What follows belongs to an exercise in optimizing a design on an open flow for a short achievable clock period and few clock cycles; a production flow would make more cautious choices.
In this exercise RTL edits were held to simulation tests only and were not proved equivalent to the original.
Power figures rest on the tool's default switching activity, not on a simulated workload.

--- flow/config.mk ---
export PLATFORM = sky130hd
export DESIGN_NAME = cache_nway
export DESIGN_NICKNAME = cache_nway
export VERILOG_FILES = /design/flow/design.v
export SDC_FILE = /design/flow/constraint.sdc
export NUM_CORES = 4
export LEC_CHECK = 0
export ABC_CLOCK_PERIOD_IN_PS = 2500
export CAP_MARGIN = 20
export CORE_MARGIN = 2
export CORE_UTILIZATION = 50
export PLACE_DENSITY = 0.65
export SETUP_SLACK_MARGIN = 3.5
export SLEW_MARGIN = 20
--- flow/constraint.sdc ---
create_clock -name core_clock -period 6.0 [get_ports {clk}]
set_input_delay 1.2000 -clock core_clock [delete_from_list [all_inputs] [get_ports {clk}]]
set_output_delay 1.2000 -clock core_clock [all_outputs]
set_load 0.01 [all_outputs]
--- flow/design.v ---
module cache_nway #(
  parameter int WAYS      = 4,
  parameter int SETS      = 4,
  parameter int CNT_WIDTH = 16
) (
  input  logic                 clk,
  input  logic                 reset,
  input  logic                 mem_read,
  input  logic                 mem_write,
  input  logic [1:0]           mem_byte_enable,
  input  logic [15:0]          mem_address,
  input  logic [15:0]          mem_wdata,
  output logic [15:0]          mem_rdata,
  output logic                 mem_resp,
  output logic                 pmem_read,
  output logic                 pmem_write,
  output logic [15:0]          pmem_address,
  output logic [127:0]         pmem_wdata,
  input  logic [127:0]         pmem_rdata,
  input  logic                 pmem_resp,
  output logic [CNT_WIDTH-1:0] hit_count,
  output logic [CNT_WIDTH-1:0] miss_count
);
  localparam int WB = $clog2(WAYS);
  localparam int IB = $clog2(SETS);
  localparam int TB = 12 - IB;
  typedef enum logic [1:0] {S_IDLE, S_RESP, S_WRITEBACK, S_ALLOCATE} state_t;
  state_t               r_state;
  logic                 r_valid  [SETS][WAYS];
  logic                 r_dirty  [SETS][WAYS];
  logic [TB-1:0]        r_tag    [SETS][WAYS];
  logic [127:0]         r_data   [SETS][WAYS];
  logic [WAYS-2:0]      r_plru   [SETS];
  logic [WAYS-1:0]      r_vsel   [SETS];         
  logic [127:0]         r_vdata  [SETS];         
  logic [TB-1:0]        r_vtag   [SETS];         
  logic                 r_vdirty [SETS];         
  logic                 r_hit_resp;              
  logic                 r_hit_wr;                
  logic [7:0]           r_wr_word;               
  logic [1:0]           r_wr_be;                 
  logic [15:0]          r_wr_data;               
  logic [IB-1:0]        r_index;
  logic [WB-1:0]        r_hit_way;
  logic [WB-1:0]        r_victim;
  logic                 r_hsel   [SETS][WAYS];   
  logic                 r_vline  [SETS][WAYS];   
  logic [15:0]          r_mem_rdata;
  logic                 r_mem_resp;
  logic                 r_pmem_read;
  logic                 r_pmem_write;
  logic [15:0]          r_pmem_address;
  logic [127:0]         r_pmem_wdata;
  logic [CNT_WIDTH-1:0] r_hit_count;
  logic [CNT_WIDTH-1:0] r_miss_count;
  logic [IB-1:0]   w_index;
  logic [TB-1:0]   w_tag;
  logic [2:0]      w_word;
  logic            w_req;
  logic            w_unused;
  logic            w_idle;
  logic [SETS-1:0] w_set_sel;
  logic            w_match [SETS][WAYS];
  logic [WAYS-1:0] w_way_hit;
  logic            w_hit;
  logic [WB-1:0]   w_hit_way;
  logic [WB-1:0]   w_victim;
  logic            w_fill;
  logic            w_done;
  logic [WB-1:0]   w_done_way;
  logic [15:0]     w_hit_word;
  logic [WAYS-2:0] w_plru_next  [SETS];
  logic            w_valid_next [SETS][WAYS];
  logic [WAYS-1:0] w_vsel_next  [SETS];
  logic            w_alloc;
  logic [WAYS-1:0] w_post_hit   [SETS];     
  logic [WAYS-1:0] w_post_fill  [SETS];     
  logic [WAYS-1:0] r_csel       [SETS];     
  logic [7:0]      r_fill_sel;              
  assign w_index  = mem_address[4 +: IB];
  assign w_tag    = mem_address[15 -: TB];
  assign w_word   = mem_address[3:1];
  assign w_req    = mem_read | mem_write;
  assign w_unused = mem_address[0];
  assign w_idle   = (r_state == S_IDLE);
  assign w_fill   = (r_state == S_ALLOCATE) && pmem_resp;
  assign w_done   = r_hit_resp || w_fill;
  assign w_alloc  = (r_state == S_ALLOCATE);
  function automatic logic [WAYS-1:0] f_next_victim(input logic [WAYS-2:0] plru,
                                                    input logic [WAYS-1:0] valid,
                                                    input logic done, input logic fill,
                                                    input logic [WB-1:0] way);
    logic [WAYS-1:0] v;
    logic [WAYS-2:0] p;
    p = plru;
    v = valid;
    if (done) begin
      p[0] = ~way[1];
      if (way[1]) p[2] = ~way[0];
      else        p[1] = ~way[0];
    end
    if (fill) v[way] = 1'b1;
    f_next_victim = WAYS'(1) << {p[0], p[1 + p[0]]};
    for (int w = WAYS - 1; w >= 0; w--)
      if (!v[w]) f_next_victim = WAYS'(1) << w;
  endfunction
  for (genvar s = 0; s < SETS; s++) begin : g_set
    assign w_set_sel[s] = (w_index == IB'(s));
    for (genvar w = 0; w < WAYS; w++) begin : g_way
      assign w_match[s][w] = w_set_sel[s] && r_valid[s][w] && (r_tag[s][w] == w_tag);
    end
  end
  always_comb begin
    w_way_hit  = '0;
    w_hit_word = '0;
    for (int s = 0; s < SETS; s++) begin
      for (int w = 0; w < WAYS; w++) begin
        w_way_hit[w] = w_way_hit[w] | w_match[s][w];
        w_hit_word   = w_hit_word | (r_data[s][w][{w_word, 4'b0} +: 16] & {16{w_match[s][w]}});
      end
    end
  end
  assign w_hit = |w_way_hit;
  always_comb begin
    w_hit_way = '0;
    w_victim  = '0;
    for (int w = 0; w < WAYS; w++) begin
      if (w_way_hit[w])              w_hit_way = w_hit_way | WB'(w);
      if (r_vsel[w_index][w])        w_victim  = w_victim | WB'(w);
    end
  end
  assign w_done_way = r_hit_resp ? r_hit_way : r_victim;
  always_comb begin
    for (int s = 0; s < SETS; s++) begin
      w_plru_next[s] = r_plru[s];
      for (int w = 0; w < WAYS; w++) w_valid_next[s][w] = r_valid[s][w];
    end
    if (w_done) begin
      w_plru_next[r_index][0] = ~w_done_way[1];
      if (w_done_way[1]) w_plru_next[r_index][2] = ~w_done_way[0];
      else               w_plru_next[r_index][1] = ~w_done_way[0];
    end
    if (w_fill) w_valid_next[r_index][r_victim] = 1'b1;
    for (int s = 0; s < SETS; s++) begin
      logic [WAYS-1:0] v;
      logic [WB-1:0]   vw;
      for (int w = 0; w < WAYS; w++) v[w] = r_valid[s][w];
      w_vsel_next[s] = f_next_victim(r_plru[s], v, w_done && r_index == IB'(s),
                                     w_fill && r_index == IB'(s), w_done_way);
      vw = '0;
      for (int w = 0; w < WAYS; w++)
        if (r_vsel[s][w]) vw = vw | WB'(w);
      w_post_fill[s] = f_next_victim(r_plru[s], v, 1'b1, 1'b1, vw);
      w_post_hit[s]  = '0;
      for (int h = 0; h < WAYS; h++)
        if (w_way_hit[h])
          w_post_hit[s] = w_post_hit[s] | f_next_victim(r_plru[s], v, 1'b1, 1'b0, WB'(h));
    end
  end
  always_ff @(posedge clk or negedge reset) begin
    if (!reset) begin
      r_state      <= S_IDLE;
      r_hit_resp   <= 1'b0;
      r_hit_wr     <= 1'b0;
      r_wr_word    <= '0;
      r_wr_be      <= '0;
      r_wr_data    <= '0;
      r_index      <= '0;
      r_hit_way    <= '0;
      r_victim     <= '0;
      r_mem_resp   <= 1'b0;
      r_fill_sel   <= '0;
      r_pmem_read  <= 1'b0;
      r_pmem_write <= 1'b0;
      r_hit_count  <= '0;
      r_miss_count <= '0;
      for (int s = 0; s < SETS; s++) begin
        r_plru[s]   <= '0;
        r_vsel[s]   <= WAYS'(1);
        r_csel[s]   <= WAYS'(1);
        r_vdirty[s] <= 1'b0;
        for (int w = 0; w < WAYS; w++) begin
          r_valid[s][w] <= 1'b0;
          r_dirty[s][w] <= 1'b0;
          r_hsel[s][w]  <= 1'b0;
          r_vline[s][w] <= 1'b0;
        end
      end
    end else begin
      r_hit_resp <= 1'b0;
      r_fill_sel <= '0;
      if ((w_idle && w_req && !w_hit) || r_state == S_WRITEBACK ||
          (w_alloc && !pmem_resp))
        r_fill_sel <= 8'(1) << w_word;
      case (r_state)
        S_IDLE: begin
          r_index   <= w_index;
          r_hit_wr  <= mem_write;
          r_wr_word <= 8'(1) << w_word;
          r_wr_be   <= mem_write ? mem_byte_enable : 2'b00;
          r_wr_data <= mem_wdata;
          r_hit_way <= w_hit_way;
          r_victim  <= w_victim;
          for (int s = 0; s < SETS; s++) begin
            for (int w = 0; w < WAYS; w++) begin
              r_hsel[s][w]  <= w_match[s][w];
              r_vline[s][w] <= w_set_sel[s] && r_vsel[s][w];
            end
          end
          if (w_req) begin
            if (w_hit) begin
              r_hit_resp <= 1'b1;
              r_mem_resp <= 1'b1;
              r_state    <= S_RESP;
            end else if (r_vdirty[w_index]) begin
              r_pmem_write <= 1'b1;
              r_state      <= S_WRITEBACK;
            end else begin
              r_pmem_read <= 1'b1;
              r_state     <= S_ALLOCATE;
            end
          end
        end
        S_RESP: begin
          r_mem_resp <= 1'b0;
          r_state    <= S_IDLE;
        end
        S_WRITEBACK: begin
          if (pmem_resp) begin
            r_pmem_write <= 1'b0;
            r_pmem_read  <= 1'b1;
            r_state      <= S_ALLOCATE;
          end
        end
        S_ALLOCATE: begin
          if (pmem_resp) begin
            r_pmem_read <= 1'b0;
            r_mem_resp  <= 1'b1;
            r_state     <= S_RESP;
            if (r_miss_count != '1) r_miss_count <= r_miss_count + 1'b1;
          end
        end
        default: r_state <= S_IDLE;
      endcase
      for (int s = 0; s < SETS; s++) begin
        r_plru[s] <= w_plru_next[s];
        r_vsel[s] <= w_vsel_next[s];
        for (int w = 0; w < WAYS; w++) r_valid[s][w] <= w_valid_next[s][w];
      end
      if (w_fill) r_dirty[r_index][r_victim] <= mem_write;
      else if (r_hit_resp && r_hit_wr) r_dirty[r_index][r_hit_way] <= 1'b1;
      for (int s = 0; s < SETS; s++) begin
        if (w_idle && w_req && w_hit)
          r_csel[s] <= (w_index == IB'(s)) ? w_post_hit[s] : r_vsel[s];
        else if (w_idle && w_req && !r_vdirty[w_index])
          r_csel[s] <= (w_index == IB'(s)) ? w_post_fill[s] : r_vsel[s];
        else if ((r_state == S_WRITEBACK && pmem_resp) || w_alloc)
          r_csel[s] <= (r_index == IB'(s)) ? w_post_fill[s] : r_vsel[s];
        else if (r_state != S_RESP)
          r_csel[s] <= r_vsel[s];
        r_vdirty[s] <= 1'b0;
        for (int w = 0; w < WAYS; w++)
          if (r_csel[s][w] && r_dirty[s][w]) r_vdirty[s] <= 1'b1;
      end
      if (w_done && r_hit_count != '1) r_hit_count <= r_hit_count + 1'b1;
    end
  end
  always_ff @(posedge clk) begin
    for (int s = 0; s < SETS; s++) begin
      for (int w = 0; w < WAYS; w++) begin
        if (w_fill && r_vline[s][w]) begin
          r_tag[s][w]  <= w_tag;
          r_data[s][w] <= pmem_rdata;
          for (int k = 0; k < 8; k++) begin
            if (r_wr_word[k]) begin
              if (r_wr_be[1]) r_data[s][w][16*k+8 +: 8] <= r_wr_data[15:8];
              if (r_wr_be[0]) r_data[s][w][16*k   +: 8] <= r_wr_data[7:0];
            end
          end
        end else if (r_hit_resp && r_hsel[s][w]) begin
          for (int k = 0; k < 8; k++) begin
            if (r_wr_word[k]) begin
              if (r_wr_be[1]) r_data[s][w][16*k+8 +: 8] <= r_wr_data[15:8];
              if (r_wr_be[0]) r_data[s][w][16*k   +: 8] <= r_wr_data[7:0];
            end
          end
        end
      end
    end
  end
  always_ff @(posedge clk) begin
    for (int s = 0; s < SETS; s++) begin
      r_vdata[s] <= '0;
      r_vtag[s]  <= '0;
      for (int w = 0; w < WAYS; w++) begin
        if (r_csel[s][w]) begin
          r_vdata[s] <= r_data[s][w];
          r_vtag[s]  <= r_tag[s][w];
        end
      end
    end
    r_pmem_wdata   <= r_vdata[w_index];
    r_pmem_address <= (r_vdirty[w_index] && (w_idle || (r_state == S_WRITEBACK && !pmem_resp)))
                    ? {r_vtag[w_index], w_index, 4'b0} : {mem_address[15:4], 4'b0};
    r_mem_rdata    <= w_hit_word;
    for (int k = 0; k < 8; k++)
      if (r_fill_sel[k]) r_mem_rdata <= w_hit_word | pmem_rdata[16*k +: 16];
  end
  assign mem_rdata    = r_mem_rdata;
  assign mem_resp     = r_mem_resp;
  assign pmem_read    = r_pmem_read;
  assign pmem_write   = r_pmem_write;
  assign pmem_address = r_pmem_address;
  assign pmem_wdata   = r_pmem_wdata;
  assign hit_count    = r_hit_count;
  assign miss_count   = r_miss_count;
endmodule
--- flow/run.sh ---
#!/bin/bash
# synth_recipe.tcl (not shown) runs the flow's synth.tcl, then flattens the netlist and writes it again
# the make line also repeats each setting of config.mk as NAME=value (left out here)
make -C /OpenROAD-flow-scripts/flow DESIGN_CONFIG=/design/flow/config.mk WORK_HOME=/design/flow/orfs CLKGATE_MAP_FILE= SYNTH_SCRIPT=/design/flow/synth_recipe.tcl finish
==> impl_results.html, run 1 <==
<table>
<tr><th>Metric</th><th>Value</th></tr>
<tr><th colspan="2">Cells and area</th></tr>
<tr><td>Fraction of layout instances using a drive strength above 1</td><td>0.2727</td></tr>
<tr><td>Number of fill cells in the layout</td><td>21.98k</td></tr>
<tr><td>Cell area after layout</td><td>178500 sq um</td></tr>
<tr><td>Area overhead of the layout relative to synthesis</td><td>24.04%</td></tr>
<tr><td>Net count, final</td><td>12.90k</td></tr>
<tr><td>Final non-filler cell total</td><td>16.82k</td></tr>
<tr><th colspan="2">Detailed routing</th></tr>
<tr><td>Number of optimization iterations in the first detailed-route pass</td><td>7</td></tr>
<tr><td>Total length of routed wires</td><td>756.2 mm</td></tr>
<tr><td>Residual antenna-violating net count after detailed routing</td><td>0</td></tr>
<tr><td>Total DRC errors in the routed layout</td><td>0</td></tr>
<tr><td>DR WL/cell</td><td>roughly 45 microns</td></tr>
<tr><td>Number of vias per cell</td><td>7.344</td></tr>
<tr><td>Number of design-rule violations left by the first detailed-router iteration</td><td>25.81k</td></tr>
<tr><td>Detailed-route via count</td><td>123.5k</td></tr>
<tr><th colspan="2">Worst setup path</th></tr>
<tr><td>Number of cells on the worst reg-to-reg path</td><td>8</td></tr>
<tr><td>Crit path DAT</td><td>just under 4000 ps</td></tr>
<tr><td>Startpoint kind of the worst setup timing path</td><td>input port</td></tr>
<tr><td>Path type of the worst setup path</td><td>in2reg</td></tr>
<tr><td>Endpoint kind of the worst setup timing path</td><td>register</td></tr>
<tr><td>Register-to-register path setup slack</td><td>between 3000 and 4000 ps</td></tr>
<tr><td>Capturing instance or port of the critical path</td><td>r_mem_rdata[11]$_DFF_P_</td></tr>
<tr><td>Max FO, Critical Path</td><td>9</td></tr>
<tr><td>Worst path required time</td><td>6830 ps</td></tr>
<tr><td>Start of the worst register-to-register path</td><td>r_fill_sel[1]$_DFF_PN0_</td></tr>
<tr><td>Critical path origin</td><td>mem_address[1]</td></tr>
<tr><td>Reg2Reg Capture Point</td><td>r_mem_rdata[15]$_DFF_P_</td></tr>
<tr><th colspan="2">STA</th></tr>
<tr><td>Post-route minimum period</td><td>3140 ps</td></tr>
<tr><td>TNS Setup</td><td>0 ps</td></tr>
<tr><td>Slew Viols, Final</td><td>0</td></tr>
<tr><td>Setup repair after global routing missed its margin</td><td>true</td></tr>
<tr><td>Max Clk Rate</td><td>318.4 MHz</td></tr>
<tr><td>Final count of hold timing violations</td><td>0</td></tr>
<tr><td>Transition at the pin with the smallest max-transition slack</td><td>1298 ps</td></tr>
<tr><td>Max_slew headroom</td><td>0.1346</td></tr>
<tr><td>Final Setup Violations</td><td>0</td></tr>
<tr><td>Worst Skew</td><td>66.12 ps</td></tr>
<tr><td>Final period util</td><td>0.5234</td></tr>
<tr><th colspan="2">Global route</th></tr>
<tr><td>Vias in the first global route</td><td>113.0k</td></tr>
<tr><td>Leftover overflow at the end of global routing</td><td>0</td></tr>
<tr><td>Initial antenna violation count</td><td>65</td></tr>
<tr><td>Global Route Usage Sum</td><td>0.5024</td></tr>
<tr><td>Pin count of the biggest net entering global routing</td><td>165</td></tr>
<tr><td>Global-route wire length before repair</td><td>982.3 mm</td></tr>
<tr><th colspan="2">Floorplanning</th></tr>
<tr><td>Overall die area</td><td>292100 sq um</td></tr>
<tr><td>Count of pins on the block boundary</td><td>between 300 and 400</td></tr>
<tr><td>Initial Utilization</td><td>0.5037</td></tr>
<tr><td>Floorplan die width</td><td>540.5 microns</td></tr>
<tr><td>Placement row count</td><td>196</td></tr>
<tr><td>Die outline height</td><td>roughly 540 microns</td></tr>
<tr><td>Core region area</td><td>285700 sq um</td></tr>
<tr><th colspan="2">Clocking</th></tr>
<tr><td>CTS max path bufs</td><td>4</td></tr>
<tr><td>Reg clk slew, reported paths</td><td>60 ps</td></tr>
<tr><td>Count of clock tree sinks</td><td>3107</td></tr>
<tr><td>Insertion delay of the later-clocked pin in the worst-skew pair</td><td>1010 ps</td></tr>
<tr><td>TritonCTS clock tree</td><td>done</td></tr>
<tr><td>Number of hold-repair buffers added at the cts stage</td><td>0</td></tr>
<tr><td>Cell at the root of the clock tree</td><td>sky130_fd_sc_hd__clkbuf_16</td></tr>
<tr><td>Total CTS buffers</td><td>337</td></tr>
<tr><td>Number of levels the H-tree was split into</td><td>5</td></tr>
<tr><th colspan="2">Synth</th></tr>
<tr><td>Number of enable-type register cells in the synthesized netlist</td><td>2208</td></tr>
<tr><td>Cell Area, Synth</td><td>143900 sq um</td></tr>
<tr><td>Yosys warns</td><td>19</td></tr>
<tr><td>Dominant register cell in the synthesized netlist</td><td>sky130_fd_sc_hd__edfxtp_1</td></tr>
<tr><td>Cell count after synthesis</td><td>approximately 12k</td></tr>
<tr><td>Mean Syn Cell Area</td><td>11.77 sq um</td></tr>
<tr><td>Async set or reset register ratio after synthesis</td><td>0.06147</td></tr>
<tr><td>Portion of the post-synthesis area used by sequential elements</td><td>0.5925</td></tr>
<tr><td>Netlist cell types</td><td>76</td></tr>
<tr><td>Synth Register Bits</td><td>roughly 3.1k</td></tr>
<tr><th colspan="2">Placement</th></tr>
<tr><td>Detailed placement HPWL</td><td>533.3 mm</td></tr>
<tr><td>Count of buffers from port buffering</td><td>between 300 and 400</td></tr>
<tr><td>Post-placement cell count</td><td>approximately 16k</td></tr>
<tr><td>Placed cell areas</td><td>154900 sq um</td></tr>
<tr><td>Final GP Congestion</td><td>roughly 1.1</td></tr>
<tr><th colspan="2">Pwr</th></tr>
<tr><td>Overall power consumption</td><td>83.53 mW</td></tr>
<tr><td>Net switching fraction of the power</td><td>0.4086</td></tr>
<tr><td>Flop pwr share</td><td>0.381</td></tr>
<tr><td>Int Power</td><td>49.40 mW</td></tr>
<tr><td>Power share of the combinational group</td><td>0.359</td></tr>
<tr><td>Worst vdd rail ir drop</td><td>0.0003673 V</td></tr>
<tr><td>LEAKAGE</td><td>61.22 nW</td></tr>
<tr><td>Sw power</td><td>34.13 mW</td></tr>
<tr><td>Proportion of power drawn by the clock network</td><td>0.260</td></tr>
<tr><td>PD cells</td><td>468.0 nW/um^2</td></tr>
<tr><th colspan="2">Min path</th></tr>
<tr><td>Type of the worst min-delay path</td><td>in2async</td></tr>
<tr><th colspan="2">Run status</th></tr>
<tr><td>Result of the run</td><td>complete, no violations</td></tr>
<tr><th colspan="2">Job</th></tr>
<tr><td>Max-cap violation count</td><td>0</td></tr>
</table>
==> per-layer routing <==
metal,share of wire,vias up,GRT usage
met4,0.12,44,0.4577
met5,0.00076,-,0.003945
met3,0.16,3067,0.1904
met1,0.32,60681,0.5990
li1,-,47322,-
met2,0.41,12424,0.7030
==> critical path, stage by stage <==
cell and delay (ps):
sky130_fd_sc_hd__buf_16 200, sky130_fd_sc_hd__buf_16 210, sky130_fd_sc_hd__buf_12 180, sky130_fd_sc_hd__mux4_2 540
sky130_fd_sc_hd__mux2i_2 440, sky130_fd_sc_hd__o22ai_1 170, sky130_fd_sc_hd__nor4_1 290, sky130_fd_sc_hd__nand3_1 230
sky130_fd_sc_hd__a211oi_2 290, sky130_fd_sc_hd__o21ai_1 150
==> cell families (layout without fill, tap and decap cells) <==
group / count (synthesis) / after routing / synth area share
buf+inv: 1163 / 1930 / 0.03243
compound gates: 4269 / 4269 / 0.1611
flops: 3107 / 3107 / 0.5925
xor+xnor: 189 / 189 / 0.01156
other cells: 1 / 59 / 0.00002606
simple gates: 2383 / 2397 / 0.06786
mux: 1102 / 1102 / 0.1339
fa+ha+maj: 7 / 7 / 0.0006086
==> cells in the final DEF (no fill, tap or decap), types with 254 or more instances in the layout <==
cell type / n
sky130_fd_sc_hd__nor2_1: 904
sky130_fd_sc_hd__mux4_2: 654
sky130_fd_sc_hd__clkbuf_16: 366
sky130_fd_sc_hd__a22oi_1: 519
sky130_fd_sc_hd__buf_12: 268
sky130_fd_sc_hd__o21ai_0: 568
sky130_fd_sc_hd__nor2_4: 254
sky130_fd_sc_hd__nand2_1: 711
sky130_fd_sc_hd__edfxtp_1: 2208
sky130_fd_sc_hd__a21oi_1: 2769
sky130_fd_sc_hd__dfxtp_1: 599
sky130_fd_sc_hd__buf_4: 514
==> Yosys cell counts, types with 156 or more instances <==
cell type                  number  share of area
sky130_fd_sc_hd__a22oi_1      522          0.027
sky130_fd_sc_hd__o21ai_0      682          0.024
sky130_fd_sc_hd__dfxtp_1      708          0.098
sky130_fd_sc_hd__a21oi_1     2819          0.098
sky130_fd_sc_hd__mux4_2       654           0.10
sky130_fd_sc_hd__xor2_1       156         0.0095
sky130_fd_sc_hd__nor2_1      1399          0.036
sky130_fd_sc_hd__clkbuf_1     937          0.024
sky130_fd_sc_hd__edfxtp_1    2208           0.46
sky130_fd_sc_hd__nand2_1      724          0.019
sky130_fd_sc_hd__mux2i_1      409          0.028
sky130_fd_sc_hd__dfrtp_1      183          0.032
==> power by group through the flow <==
stage | Sequential (mW) | Clock (mW) | Combinational [mW]
finish | 31.8 | 21.7 | 30.0
floorplan | 29.3 | 0 | 14.5
global route | 31.6 | 22.4 | 30.6
CTS | 31.4 | 21.6 | 27.8
global placement | 31.6 | 0 | 25.8
detailed placement | 31.7 | 0 | 26.3
==> area by class of cell <==
| class | count | area, sq um | share of cell area |
|---|---|---|---|
| repair buffers | 1274 | 15410 | 0.08632 |
| diodes | 55 | 137.6 | 0.0007711 |
| inverters | 35 | 147.6 | 0.0008272 |
| flip-flops and latches | 3107 | 85590 | 0.4795 |
| well taps | 3762 | 4707 | 0.02637 |
| clock inverters | 166 | 1759 | 0.009856 |
| multi-input cells | 7968 | 61170 | 0.3427 |
| repair inverters | 1 | 8.758 | 0.00004907 |
| clock buffers | 454 | 9565 | 0.05359 |
==> sequential cells by signal, indices dropped and copies added, names as in the netlist, 40 cells and up <==
name	count
r_vdata	512
r_tag	160
r_pmem_wdata	128
r_data	2048
r_vtag	40
==> repair_timing <==
action | 4_1_cts | 5_1_grt
gates resized for setup | 1905 | 344
pin swaps | 153 | 82
endpoints found under the hold margin | 0 | 0
setup buffers | 342 | 115
endpoints found under the setup margin | 4966 | 1356
cloned | 40 | 11
==> stage by stage <==
| step | utilization | setup slack [ps] | hold WS [ps] |
|---|---|---|---|
| global placement | 0.5421 | 329.5 | 450.8 |
| global route | 0.6244 | 2935 | 280.3 |
| CTS | 0.6133 | 3004 | 236.2 |
| floorplan | - | 2818 | 438.0 |
| finish | 0.6247 | 2860 | 201.1 |
| detailed placement | 0.5422 | 885.0 | 459.9 |
==> how the worst min path moves through the flow <==
| stage | end | slack (ps) | cells past startpoint |
|---|---|---|---|
| final | r_hit_count[4]$_DFFE_PN0P_ | 200 | 1 |
| after detailed placement | r_vdata[3][11]$_DFF_P_ | 460 | 2 |
| after floorplan | r_vdata[0][126]$_DFF_P_ | 440 | 2 |
| after global routing | r_hit_count[4]$_DFFE_PN0P_ | 280 | 1 |
| after global placement | r_vdata[2][10]$_DFF_P_ | 450 | 2 |
| after CTS | r_hit_count[4]$_DFFE_PN0P_ | 240 | 1 |
Testbench counts, summed over its fixed seeds: cycles 100,836.
==> inputs of run 2 (changes only) <==
--- a/flow/config.mk
+++ b/flow/config.mk
@@ -9,6 +9,6 @@
 export CAP_MARGIN = 20
 export CORE_MARGIN = 2
-export CORE_UTILIZATION = 50
-export PLACE_DENSITY = 0.65
+export CORE_UTILIZATION = 45
+export PLACE_DENSITY = 0.6
 export SETUP_SLACK_MARGIN = 3.5
 export SLEW_MARGIN = 20
==> run 2 against run 1 <==
Core utilization shrank 5.8 points. Critical path type unchanged. Routed wire length shrank 5.3%. Total power shrank 1.5%. Non-clock buffer count grew 22. Clock skew shrank 12 ps. Largest cell class unchanged. First-iteration DRC count shrank 22%. Critical endpoint is now r_mem_rdata[15]$_DFF_P_. Final cell count grew 3.2%. Sequential share of layout area shrank 0.46 points. Fmax shrank 0.66%.
==> impl_results.html, run 2 <==
<table>
<tr><th>Metric</th><th>Value</th></tr>
<tr><th colspan="2">Run status</th></tr>
<tr><td>Result of the run</td><td>complete, no violations</td></tr>
<tr><th colspan="2">Placement</th></tr>
<tr><td>Placed cell areas</td><td>154900 sq um</td></tr>
<tr><td>Final GP Congestion</td><td>1.058</td></tr>
<tr><td>Count of buffers from port buffering</td><td>between 300 and 400</td></tr>
<tr><td>Detailed placement HPWL</td><td>507.0 mm</td></tr>
<tr><th colspan="2">Cells and area</th></tr>
<tr><td>Net count, final</td><td>12.94k</td></tr>
<tr><td>Register bank with the most flops</td><td>r_data</td></tr>
<tr><td>Largest register FFs</td><td>2048</td></tr>
<tr><td>Fraction of layout instances using a drive strength above 1</td><td>0.2783</td></tr>
<tr><td>Number of fill cells in the layout</td><td>roughly 26k</td></tr>
<tr><td>Leading cell type in the layout, fill and taps excluded</td><td>sky130_fd_sc_hd__a21oi_1</td></tr>
<tr><td>Largest registers in the final layout</td><td>r_data x2048, r_vdata x512, r_tag x160</td></tr>
<tr><td>Commonest non-fill, non-tap cells in the layout</td><td>sky130_fd_sc_hd__a21oi_1, sky130_fd_sc_hd__edfxtp_1, sky130_fd_sc_hd__nor2_1, sky130_fd_sc_hd__nand2_1, sky130_fd_sc_hd__mux4_2</td></tr>
<tr><td>Area overhead of the layout relative to synthesis</td><td>25.27%</td></tr>
<tr><td>Cell area after layout</td><td>180300 sq um</td></tr>
<tr><th colspan="2">Detailed routing</th></tr>
<tr><td>Number of optimization iterations in the first detailed-route pass</td><td>7</td></tr>
<tr><td>Detail Route met3 WL</td><td>about 89 mm</td></tr>
<tr><td>Number of design-rule violations left by the first detailed-router iteration</td><td>20.20k</td></tr>
<tr><td>Residual antenna-violating net count after detailed routing</td><td>0</td></tr>
<tr><td>Wire length on met2</td><td>305.5 mm</td></tr>
<tr><td>Routed metal-1 wire length</td><td>~230 mm</td></tr>
<tr><td>Total DRC errors in the routed layout</td><td>0</td></tr>
<tr><td>Total length of routed wires</td><td>~720 mm</td></tr>
<tr><td>Detailed-route via count</td><td>119.9k</td></tr>
<tr><td>DR WL/cell</td><td>41.23 microns</td></tr>
<tr><td>Top layer used by detailed routing</td><td>met5</td></tr>
<tr><td>Number of vias per cell</td><td>roughly 6.9</td></tr>
<tr><th colspan="2">Synth</th></tr>
<tr><td>Async set or reset register ratio after synthesis</td><td>0.06147</td></tr>
<tr><td>Cell type contributing the most total cell area after synthesis</td><td>sky130_fd_sc_hd__edfxtp_1</td></tr>
<tr><td>Share of Yosys cell area claimed by the top area cell type</td><td>0.4608</td></tr>
<tr><td>Portion of the post-synthesis area used by sequential elements</td><td>0.5925</td></tr>
<tr><td>Cell count after synthesis</td><td>12.22k</td></tr>
<tr><td>Netlist cell types</td><td>76</td></tr>
<tr><td>Synth Register Bits</td><td>3107</td></tr>
<tr><td>Yosys warns</td><td>19</td></tr>
<tr><td>Top cells by instance count after synthesis</td><td>sky130_fd_sc_hd__a21oi_1, sky130_fd_sc_hd__edfxtp_1, sky130_fd_sc_hd__nor2_1</td></tr>
<tr><td>Mean Syn Cell Area</td><td>11.77 sq um</td></tr>
<tr><td>Most repeated cell in the gate-level netlist after synthesis</td><td>sky130_fd_sc_hd__a21oi_1</td></tr>
<tr><td>Dominant register cell in the synthesized netlist</td><td>sky130_fd_sc_hd__edfxtp_1</td></tr>
<tr><td>Largest cells by area after synthesis</td><td>sky130_fd_sc_hd__edfxtp_1, sky130_fd_sc_hd__mux4_2, sky130_fd_sc_hd__dfxtp_1, sky130_fd_sc_hd__a21oi_1, sky130_fd_sc_hd__nor2_1</td></tr>
<tr><td>Cell Area, Synth</td><td>143900 sq um</td></tr>
<tr><td>Number of enable-type register cells in the synthesized netlist</td><td>2208</td></tr>
<tr><th colspan="2">Global route</th></tr>
<tr><td>Leftover overflow at the end of global routing</td><td>0</td></tr>
<tr><td>Vias in the first global route</td><td>roughly 110k</td></tr>
<tr><td>Initial antenna violation count</td><td>86</td></tr>
<tr><td>Global Route Usage Sum</td><td>0.4298</td></tr>
<tr><td>Global-route wire length before repair</td><td>946.0 mm</td></tr>
<tr><td>Pin count of the biggest net entering global routing</td><td>199</td></tr>
<tr><th colspan="2">Pwr</th></tr>
<tr><td>LEAKAGE</td><td>61.58 nW</td></tr>
<tr><td>Worst vdd rail ir drop</td><td>0.0003344 V</td></tr>
<tr><td>PD cells</td><td>456.6 nW/um^2</td></tr>
<tr><th colspan="2">Clocking</th></tr>
<tr><td>CTS max path bufs</td><td>4</td></tr>
<tr><td>Count of clock tree sinks</td><td>3107</td></tr>
<tr><td>Cell at the root of the clock tree</td><td>sky130_fd_sc_hd__clkbuf_16</td></tr>
<tr><td>Reg clk slew, reported paths</td><td>60 ps</td></tr>
<tr><td>Number of levels the H-tree was split into</td><td>5</td></tr>
<tr><td>Total CTS buffers</td><td>344</td></tr>
<tr><td>Number of hold-repair buffers added at the cts stage</td><td>0</td></tr>
<tr><td>Insertion delay of the later-clocked pin in the worst-skew pair</td><td>roughly 990 ps</td></tr>
<tr><td>TritonCTS clock tree</td><td>done</td></tr>
<tr><th colspan="2">Worst setup path</th></tr>
<tr><td>Endpoint kind of the worst setup timing path</td><td>register</td></tr>
<tr><td>Reg2Reg Capture Point</td><td>r_mem_rdata[0]$_DFF_P_</td></tr>
<tr><td>Number of cells on the worst reg-to-reg path</td><td>8</td></tr>
<tr><td>Start of the worst register-to-register path</td><td>r_valid[13]$_DFFE_PN0P_</td></tr>
<tr><td>Path type of the worst setup path</td><td>in2reg</td></tr>
<tr><td>Capturing instance or port of the critical path</td><td>r_mem_rdata[15]$_DFF_P_</td></tr>
<tr><td>Critical path origin</td><td>mem_address[1]</td></tr>
<tr><td>Max FO, Critical Path</td><td>7</td></tr>
<tr><td>Crit path DAT</td><td>a little under 4000 ps</td></tr>
<tr><td>Register-to-register path setup slack</td><td>3100 ps</td></tr>
<tr><td>Startpoint kind of the worst setup timing path</td><td>input port</td></tr>
<tr><td>Worst path required time</td><td>6800 ps</td></tr>
<tr><th colspan="2">Floorplanning</th></tr>
<tr><td>Floorplan die width</td><td>569.5 microns</td></tr>
<tr><td>Core region area</td><td>318100 sq um</td></tr>
<tr><td>Die outline height</td><td>569.5 microns</td></tr>
<tr><td>Initial Utilization</td><td>0.4524</td></tr>
<tr><td>Count of pins on the block boundary</td><td>362</td></tr>
<tr><td>Overall die area</td><td>324300 sq um</td></tr>
<tr><td>Placement row count</td><td>207</td></tr>
<tr><th colspan="2">STA</th></tr>
<tr><td>TNS Setup</td><td>0 ps</td></tr>
<tr><td>Transition at the pin with the smallest max-transition slack</td><td>1124 ps</td></tr>
<tr><td>Max Clk Rate</td><td>316.3 MHz</td></tr>
<tr><td>Final count of hold timing violations</td><td>0</td></tr>
<tr><td>Slew Viols, Final</td><td>0</td></tr>
<tr><td>Post-route minimum period</td><td>3161 ps</td></tr>
<tr><td>Setup repair after global routing missed its margin</td><td>true</td></tr>
<tr><td>Final period util</td><td>0.5268</td></tr>
<tr><td>Worst Skew</td><td>between 50 and 60 ps</td></tr>
<tr><td>Final Setup Violations</td><td>0</td></tr>
<tr><td>Max_slew headroom</td><td>0.2507</td></tr>
<tr><th colspan="2">Job</th></tr>
<tr><td>Max-cap violation count</td><td>0</td></tr>
<tr><th colspan="2">Min path</th></tr>
<tr><td>Type of the worst min-delay path</td><td>in2async</td></tr>
</table>
[run 2: cell types whose count changed in the layout (fill, tap and decap cells not counted), sizes merged, moves of 10 or more]
| cell | delta |
|---|---|
| buf | +15 |
| bufbuf | +10 |
| diode | +68 |
| bufinv | -13 |
| clkbuf | +43 |
| clkinv | -18 |
[run 2: cell families (layout without fill, tap and decap cells)]
family,after synthesis,count (layout),share of synthesized area
mux,1102,1102,0.1339
buf+inv,1163,1974,0.03243
compound gates,4269,4269,0.1611
other cells,1,127,0.00002606
xor+xnor,189,189,0.01156
simple gates,2383,2405,0.06786
flops,3107,3107,0.5925
fa+ha+maj,7,7,0.0006086
[run 2: worst min path at each step]
| stage | end | slack [ps] | cells past startpoint |
|---|---|---|---|
| 3_5_place_dp | r_vdata[2][123]$_DFF_P_ | 460 | 2 |
| 6_report | r_miss_count[7]$_DFFE_PN0P_ | 150 | 1 |
| 3_3_place_gp | r_vdata[3][50]$_DFF_P_ | 450 | 2 |
| 5_1_grt | r_miss_count[4]$_DFFE_PN0P_ | 180 | 1 |
| 4_1_cts | r_valid[12]$_DFFE_PN0P_ | 140 | 1 |
| 2_1_floorplan | r_vdata[0][126]$_DFF_P_ | 440 | 2 |
[run 2: stage by stage]
stage	setup slack [ps]	std cells	utilization	total power [mW]	hold WS, ps
floorplan	2818	12224	-	43.85	438.0
global placement	885.8	16030	0.4869	56.34	452.5
detailed placement	915.2	16031	0.4870	56.92	459.7
CTS	3046	17139	0.5576	80.21	144.1
global route	2874	17327	0.5665	84.06	178.6
finish	2839	17360	0.5668	82.31	148.9
[run 2: worst max-delay path, stage by stage]
cell	delay (ps)
sky130_fd_sc_hd__buf_16	180
sky130_fd_sc_hd__buf_4	180
sky130_fd_sc_hd__buf_12	140
sky130_fd_sc_hd__buf_16	160
sky130_fd_sc_hd__mux4_2	550
sky130_fd_sc_hd__mux2i_4	410
sky130_fd_sc_hd__nor2_1	90
sky130_fd_sc_hd__nor4_1	360
sky130_fd_sc_hd__nand3_2	250
sky130_fd_sc_hd__a211oi_2	230
sky130_fd_sc_hd__o21ai_2	130
[run 2: layout make-up]
cell class              instances  area (sq um)  area share
multi-input cells            7976         61130      0.3391
repair buffers               1296         16250     0.09014
clock buffers                 500         10230     0.05673
flip-flops and latches       3107         85620      0.4749
diodes                        123         307.8    0.001707
inverters                      35         143.9   0.0007982
repair inverters                1         16.27  0.00009023
well taps                    4180          5230     0.02901
clock inverters               142          1343    0.007448
[run 2: what timing repair did]
action,4_1_cts,5_1_grt
endpoints found under the setup margin,4650,2128
cloned,73,8
setup buffers,393,90
resized for setup,2067,322
pin swaps,196,103
[run 2: per-layer routing]
| metal | vias to the layer above | global-route usage |
|---|---|---|
| met4 | 34 | 0.4335 |
| met2 | 9999 | 0.6286 |
| met1 | 59570 | 0.4979 |
| li1 | 47553 | - |
| met5 | - | 0.004016 |
| met3 | 2703 | 0.1220 |
[run 2: report_power, final]
part | switching (mW) | internal [mW] | total (mW)
logic | 19.7 | 8.89 | 28.6
registers | 3.64 | 28.2 | 31.8
clock network | 9.38 | 12.5 | 21.9
==> inputs of run 3 (changes only) <==
--- a/flow/design.v
+++ b/flow/design.v
@@ -70,4 +70,6 @@
   logic [WB-1:0]   w_done_way;
   logic [15:0]     w_hit_word;
+  logic [7:0]      w_word_sel;               
+  logic [15:0]     w_line_word [SETS][WAYS];
   logic [WAYS-2:0] w_plru_next  [SETS];
   logic            w_valid_next [SETS][WAYS];
@@ -111,4 +113,12 @@
     end
   end
+  assign w_word_sel = 8'(1) << w_word;
+  for (genvar s = 0; s < SETS; s++) begin : g_rd_set
+    for (genvar w = 0; w < WAYS; w++) begin : g_rd_way
+      cache_nway_word_sel u_word_sel (
+        .line(r_data[s][w]), .sel(w_word_sel), .word(w_line_word[s][w])
+      );
+    end
+  end
   always_comb begin
     w_way_hit  = '0;
@@ -117,5 +127,5 @@
       for (int w = 0; w < WAYS; w++) begin
         w_way_hit[w] = w_way_hit[w] | w_match[s][w];
-        w_hit_word   = w_hit_word | (r_data[s][w][{w_word, 4'b0} +: 16] & {16{w_match[s][w]}});
+        w_hit_word   = w_hit_word | (w_line_word[s][w] & {16{w_match[s][w]}});
       end
     end
@@ -316,2 +326,12 @@
   assign miss_count   = r_miss_count;
 endmodule
+module cache_nway_word_sel (
+  input  logic [127:0] line,
+  input  logic [7:0]   sel,
+  output logic [15:0]  word
+);
+  always_comb begin
+    word = '0;
+    for (int k = 0; k < 8; k++) word = word | (line[16*k +: 16] & {16{sel[k]}});
+  end
+endmodule
--- a/flow/config.mk
+++ b/flow/config.mk
@@ -13,2 +13,3 @@
 export SETUP_SLACK_MARGIN = 3.5
 export SLEW_MARGIN = 20
+export SYNTH_HIERARCHICAL = 1
==> run 3 against run 2 <==
Still clean on timing, DRC and antenna. Sequential power increased by 2%. Cell area decreased by 2.0%. Fmax decreased by 4.1%. Highest routed layer unchanged.
==> impl_results.html, run 3 <==
<table>
<tr><th>Metric</th><th>Value</th></tr>
<tr><th colspan="2">Run status</th></tr>
<tr><td>Result of the run</td><td>complete, no violations</td></tr>
<tr><th colspan="2">STA</th></tr>
<tr><td>Final count of hold timing violations</td><td>0</td></tr>
<tr><td>Worst Skew</td><td>52.70 ps</td></tr>
<tr><td>Final period util</td><td>0.5496</td></tr>
<tr><td>TNS Setup</td><td>0 ps</td></tr>
<tr><td>Transition at the pin with the smallest max-transition slack</td><td>1265 ps</td></tr>
<tr><td>Slew Viols, Final</td><td>0</td></tr>
<tr><td>Max Clk Rate</td><td>303.2 MHz</td></tr>
<tr><td>Max_slew headroom</td><td>0.1507</td></tr>
<tr><td>Final Setup Violations</td><td>0</td></tr>
<tr><td>Post-route minimum period</td><td>3298 ps</td></tr>
<tr><td>Fin Hold WS</td><td>332.9 ps</td></tr>
<tr><td>Setup repair after global routing missed its margin</td><td>true</td></tr>
<tr><th colspan="2">Placement</th></tr>
<tr><td>Count of buffers from port buffering</td><td>356</td></tr>
<tr><td>Post-placement cell count</td><td>16.56k</td></tr>
<tr><td>Final GP Congestion</td><td>1.071</td></tr>
<tr><td>Detailed placement HPWL</td><td>567.2 mm</td></tr>
<tr><th colspan="2">Cells and area</th></tr>
<tr><td>Fraction of layout instances using a drive strength above 1</td><td>0.2244</td></tr>
<tr><td>Util after Layout</td><td>0.5620</td></tr>
<tr><td>Commonest non-fill, non-tap cells in the layout</td><td>sky130_fd_sc_hd__a21oi_1, sky130_fd_sc_hd__edfxtp_1, sky130_fd_sc_hd__a22oi_1, sky130_fd_sc_hd__nor2_1, sky130_fd_sc_hd__nand2_1</td></tr>
<tr><td>Area overhead of the layout relative to synthesis</td><td>24.52%</td></tr>
<tr><td>Largest registers in the final layout</td><td>r_data x2048, r_vdata x512, r_tag x160</td></tr>
<tr><td>Net count, final</td><td>13.48k</td></tr>
<tr><td>Largest register FFs</td><td>approximately 2k</td></tr>
<tr><td>Number of fill cells in the layout</td><td>roughly 26k</td></tr>
<tr><td>Final non-filler cell total</td><td>18.03k</td></tr>
<tr><td>Register bank with the most flops</td><td>r_data</td></tr>
<tr><td>Leading cell type in the layout, fill and taps excluded</td><td>sky130_fd_sc_hd__a21oi_1</td></tr>
<tr><th colspan="2">Floorplanning</th></tr>
<tr><td>Overall die area</td><td>319900 sq um</td></tr>
<tr><td>Initial Utilization</td><td>0.4513</td></tr>
<tr><td>Count of pins on the block boundary</td><td>between 300 and 400</td></tr>
<tr><td>Floorplan die width</td><td>565.6 microns</td></tr>
<tr><td>Die outline height</td><td>between 500 and 600 microns</td></tr>
<tr><td>Core region area</td><td>roughly 310000 sq um</td></tr>
<tr><td>Placement row count</td><td>206</td></tr>
<tr><th colspan="2">Detailed routing</th></tr>
<tr><td>DR WL/cell</td><td>47.42 microns</td></tr>
<tr><td>Total DRC errors in the routed layout</td><td>0</td></tr>
<tr><td>Number of vias per cell</td><td>~7.4</td></tr>
<tr><td>Number of design-rule violations left by the first detailed-router iteration</td><td>30.08k</td></tr>
<tr><td>Number of optimization iterations in the first detailed-route pass</td><td>10</td></tr>
<tr><td>Detailed-route via count</td><td>134.3k</td></tr>
<tr><td>Total length of routed wires</td><td>855.1 mm</td></tr>
<tr><td>Residual antenna-violating net count after detailed routing</td><td>0</td></tr>
<tr><th colspan="2">Synth</th></tr>
<tr><td>Main combinational cell family by area after synthesis</td><td>compound AO/OA/AOI/OAI gates</td></tr>
<tr><td>Multiplexer share of the synthesized area</td><td>0.03990</td></tr>
<tr><td>Async set or reset register ratio after synthesis</td><td>0.06147</td></tr>
<tr><td>Adder-Cell Fraction of Synth Area</td><td>0.0006171</td></tr>
<tr><td>Number of enable-type register cells in the synthesized netlist</td><td>2208</td></tr>
<tr><td>Cell Area, Synth</td><td>between 100000 and 150000 sq um</td></tr>
<tr><td>Portion of the post-synthesis area used by sequential elements</td><td>0.6008</td></tr>
<tr><td>Mean Syn Cell Area</td><td>between 10 and 15 sq um</td></tr>
<tr><td>Cell type contributing the most total cell area after synthesis</td><td>sky130_fd_sc_hd__edfxtp_1</td></tr>
<tr><td>Largest cells by area after synthesis</td><td>sky130_fd_sc_hd__edfxtp_1, sky130_fd_sc_hd__dfxtp_1, sky130_fd_sc_hd__a21oi_1, sky130_fd_sc_hd__a22oi_1, sky130_fd_sc_hd__nor2_1</td></tr>
<tr><td>Post-Synth Simple-Gate Area</td><td>0.08184</td></tr>
<tr><td>Dominant register cell in the synthesized netlist</td><td>sky130_fd_sc_hd__edfxtp_1</td></tr>
<tr><td>Top cells by instance count after synthesis</td><td>sky130_fd_sc_hd__a21oi_1, sky130_fd_sc_hd__edfxtp_1, sky130_fd_sc_hd__a22oi_1</td></tr>
<tr><td>Post-synthesis compound-gate area fraction</td><td>0.2171</td></tr>
<tr><td>Share of Yosys cell area claimed by the top area cell type</td><td>0.4672</td></tr>
<tr><td>Cell count after synthesis</td><td>12.87k</td></tr>
<tr><td>Netlist cell types</td><td>74</td></tr>
<tr><td>Synth Register Bits</td><td>3107</td></tr>
<tr><td>Xor/xnor cell area share of the yosys netlist</td><td>0.01173</td></tr>
<tr><td>Most repeated cell in the gate-level netlist after synthesis</td><td>sky130_fd_sc_hd__a21oi_1</td></tr>
<tr><td>Yosys warns</td><td>between 40 and 50</td></tr>
<tr><th colspan="2">Pwr</th></tr>
<tr><td>Overall power consumption</td><td>85.86 mW</td></tr>
<tr><td>PD cells</td><td>485.8 nW/um^2</td></tr>
<tr><td>Worst vdd rail ir drop</td><td>0.0003974 V</td></tr>
<tr><td>LEAKAGE</td><td>59.65 nW</td></tr>
<tr><th colspan="2">Clocking</th></tr>
<tr><td>Count of clock tree sinks</td><td>3107</td></tr>
<tr><td>TritonCTS clock tree</td><td>done</td></tr>
<tr><td>Insertion delay of the later-clocked pin in the worst-skew pair</td><td>between 900 and 1000 ps</td></tr>
<tr><td>Cell at the root of the clock tree</td><td>sky130_fd_sc_hd__clkbuf_16</td></tr>
<tr><td>Total CTS buffers</td><td>~340</td></tr>
<tr><td>Number of levels the H-tree was split into</td><td>5</td></tr>
<tr><td>CTS max path bufs</td><td>4</td></tr>
<tr><td>Reg clk slew, reported paths</td><td>60 ps</td></tr>
<tr><td>Number of hold-repair buffers added at the cts stage</td><td>0</td></tr>
<tr><th colspan="2">Worst setup path</th></tr>
<tr><td>Startpoint kind of the worst setup timing path</td><td>input port</td></tr>
<tr><td>Number of logic stages on the critical path including buffering</td><td>11</td></tr>
<tr><td>Number of cells on the worst reg-to-reg path</td><td>10</td></tr>
<tr><td>Crit path DAT</td><td>4130 ps</td></tr>
<tr><td>Worst Path Buf+Inv</td><td>4</td></tr>
<tr><td>Cell at the slowest stage of the critical path</td><td>sky130_fd_sc_hd__a22oi_2</td></tr>
<tr><td>Largest delay contributor family on the critical path</td><td>simple AND/OR/NAND/NOR gates</td></tr>
<tr><td>Worst path required time</td><td>6830 ps</td></tr>
<tr><td>Path type of the worst setup path</td><td>in2reg</td></tr>
<tr><td>Largest stage delay on the critical path</td><td>750 ps</td></tr>
<tr><td>Max FO, Critical Path</td><td>13</td></tr>
<tr><td>Cell Chain, Critical Path</td><td>buf_16, and3_4, buf_12, buf_6, buf_6, a22oi_2, nand4_1, a22oi_2, nand3_4, nor2_2, o211ai_1</td></tr>
<tr><td>Endpoint kind of the worst setup timing path</td><td>register</td></tr>
<tr><th colspan="2">Global route</th></tr>
<tr><td>Pin count of the biggest net entering global routing</td><td>approximately 150</td></tr>
<tr><td>Global Route Usage Sum</td><td>0.5125</td></tr>
<tr><td>Vias in the first global route</td><td>117.6k</td></tr>
<tr><td>Global-route wire length before repair</td><td>1084 mm</td></tr>
<tr><td>Initial antenna violation count</td><td>around 190</td></tr>
<tr><td>Leftover overflow at the end of global routing</td><td>0</td></tr>
<tr><th colspan="2">Min path</th></tr>
<tr><td>Type of the worst min-delay path</td><td>in2async</td></tr>
<tr><th colspan="2">Job</th></tr>
<tr><td>Max-cap violation count</td><td>0</td></tr>
</table>
[run 3: cell count changes in the layout (fill, tap and decap cells not counted), sizes merged, moves of 31 or more]
cell	previous run	this run
xnor2	32	183
nor2	1401	1341
mux2i	409	172
diode	123	272
nor3	42	73
o22ai	123	5
a22oi	522	1623
xor2	157	7
nor4	52	11
mux4	654	142
o21ai	686	638
nand4	28	333
nand3	43	75
[run 3: logic make-up after synthesis]
| family | Yosys count |
|---|---|
| AOI/OAI and AO/OA | 5228 |
| DFF | 3107 |
| and+or+nand+nor | 2697 |
| buffers and inverters | 1263 |
| muxes | 380 |
| xor gates and xnor gates | 190 |
| adders and majority gates | 7 |
| other | 1 |
[run 3: per-stage QoR]
stage          setup WS [ps]  area (sq um)
2_1_floorplan           2486        145800
3_3_place_gp           585.5        152300
3_5_place_dp           608.2        152300
4_1_cts                 2989        173200
5_1_grt                 2869        176400
6_report                2702        176700
[run 3: worst register-to-register path, cell delays in order, from the launching register on]
cell	delay (ps)
sky130_fd_sc_hd__dfrtp_2	420
sky130_fd_sc_hd__and3b_2	290
sky130_fd_sc_hd__nand4_1	190
sky130_fd_sc_hd__nor3_4	60
sky130_fd_sc_hd__buf_6	120
sky130_fd_sc_hd__or4_4	590
sky130_fd_sc_hd__o41a_1	490
sky130_fd_sc_hd__buf_12	180
sky130_fd_sc_hd__mux2i_4	190
sky130_fd_sc_hd__nor2b_2	180
sky130_fd_sc_hd__o41ai_2	230
[run 3: metal layers]
metal	share of wire	global-route usage	vias to the layer above
met5	0.0020	0.01890	-
met4	0.093	0.3848	90
met3	0.20	0.3086	3160
met2	0.38	0.6557	14503
met1	0.33	0.6179	66352
li1	-	-	50229
[run 3: cell type report]
class | count | area [sq um] | area share
Timing Repair Buffer | 1301 | 16620 | 0.09406
Inverter | 25 | 96.34 | 0.0005451
Tap cell | 4160 | 5205 | 0.02945
Multi-Input combinational cell | 8527 | 56630 | 0.3204
Antenna cell | 272 | 680.7 | 0.003851
Clock inverter | 148 | 1795 | 0.01016
Sequential cell | 3107 | 85600 | 0.4843
Clock buffer | 494 | 10100 | 0.05718
[run 3: final timing paths]
check,slack (ps),endpoint,start
max,2700,r_mem_rdata[4]$_DFF_P_,mem_address[1]
min,330,r_miss_count[4]$_DFFE_PN0P_,reset
max reg2reg,2950,r_csel[2][0]$_DFFE_PN1P_,r_valid[7]$_DFFE_PN0P_
min reg2reg,470,r_vdata[1][17]$_DFF_P_,r_data[7][17]$_DFFE_PP_
max in group asynchronous,4390,r_wr_data[0]$_DFFE_PN0P_,reset
min in group core_clock,400,r_fill_sel[3]$_DFF_PN0_,mem_address[3]
[run 3: what timing repair did]
| item | in CTS | in global routing |
|---|---|---|
| setup buffers | 399 | 91 |
| setup endpoints to repair | 5097 | 1958 |
| resized for setup | 1704 | 402 |
| cloned | 57 | 14 |
| endpoints found under the hold margin | 0 | 0 |
| pin swaps | 289 | 140 |
[run 3: modules after synthesis (local to each module, per instance)]
module	cells inside	flip-flops and latches
cache_nway_word_sel	96	0
cache_nway	11337	3107
[run 3: report_power, final]
group / leakage, nW / internal, mW / switching [mW]
clock: 5.85 / 13.2 / 9.54
sequential: 28.2 / 28.2 / 4.16
combinational: 25.6 / 8.61 / 22.1
Testbench counts of run 3, summed over its fixed seeds: cycles 100,836.

-- static timing again, ports no longer ideal --
Ports are ideal in the flow. The routed layouts listed here were re-timed in OpenROAD. Step 1 (the two cells are an assumption about what drives the block):
set clk [get_ports {clk}]
set_driving_cell -lib_cell sky130_fd_sc_hd__clkbuf_16 $clk
set_driving_cell -lib_cell sky130_fd_sc_hd__buf_2 [delete_from_list [all_inputs] $clk]
Step 2 also shifts input and output timing later by t, the mid clock arrival at the registers, as if the neighbouring blocks saw the same clock. a / b / c = ideal / step 1 / step 2; a / b = the first two.
| run | t (ns) | setup slack, ns | worst setup path at the end |
|---|---|---|---|
| run 1 | 1.075 | 2.860 / 2.457 / 1.383 | input to register |
| run 2 | 1.089 | 2.839 / 2.433 / 1.344 | input to register |
| run 3 | 1.081 | 2.702 / 2.604 / 1.523 | input to register |
After both steps setup and hold are still met in every run listed. The setup slack of run 2, which loses most, moves by -0.406 ns with the drivers and by -1.495 ns with both steps.
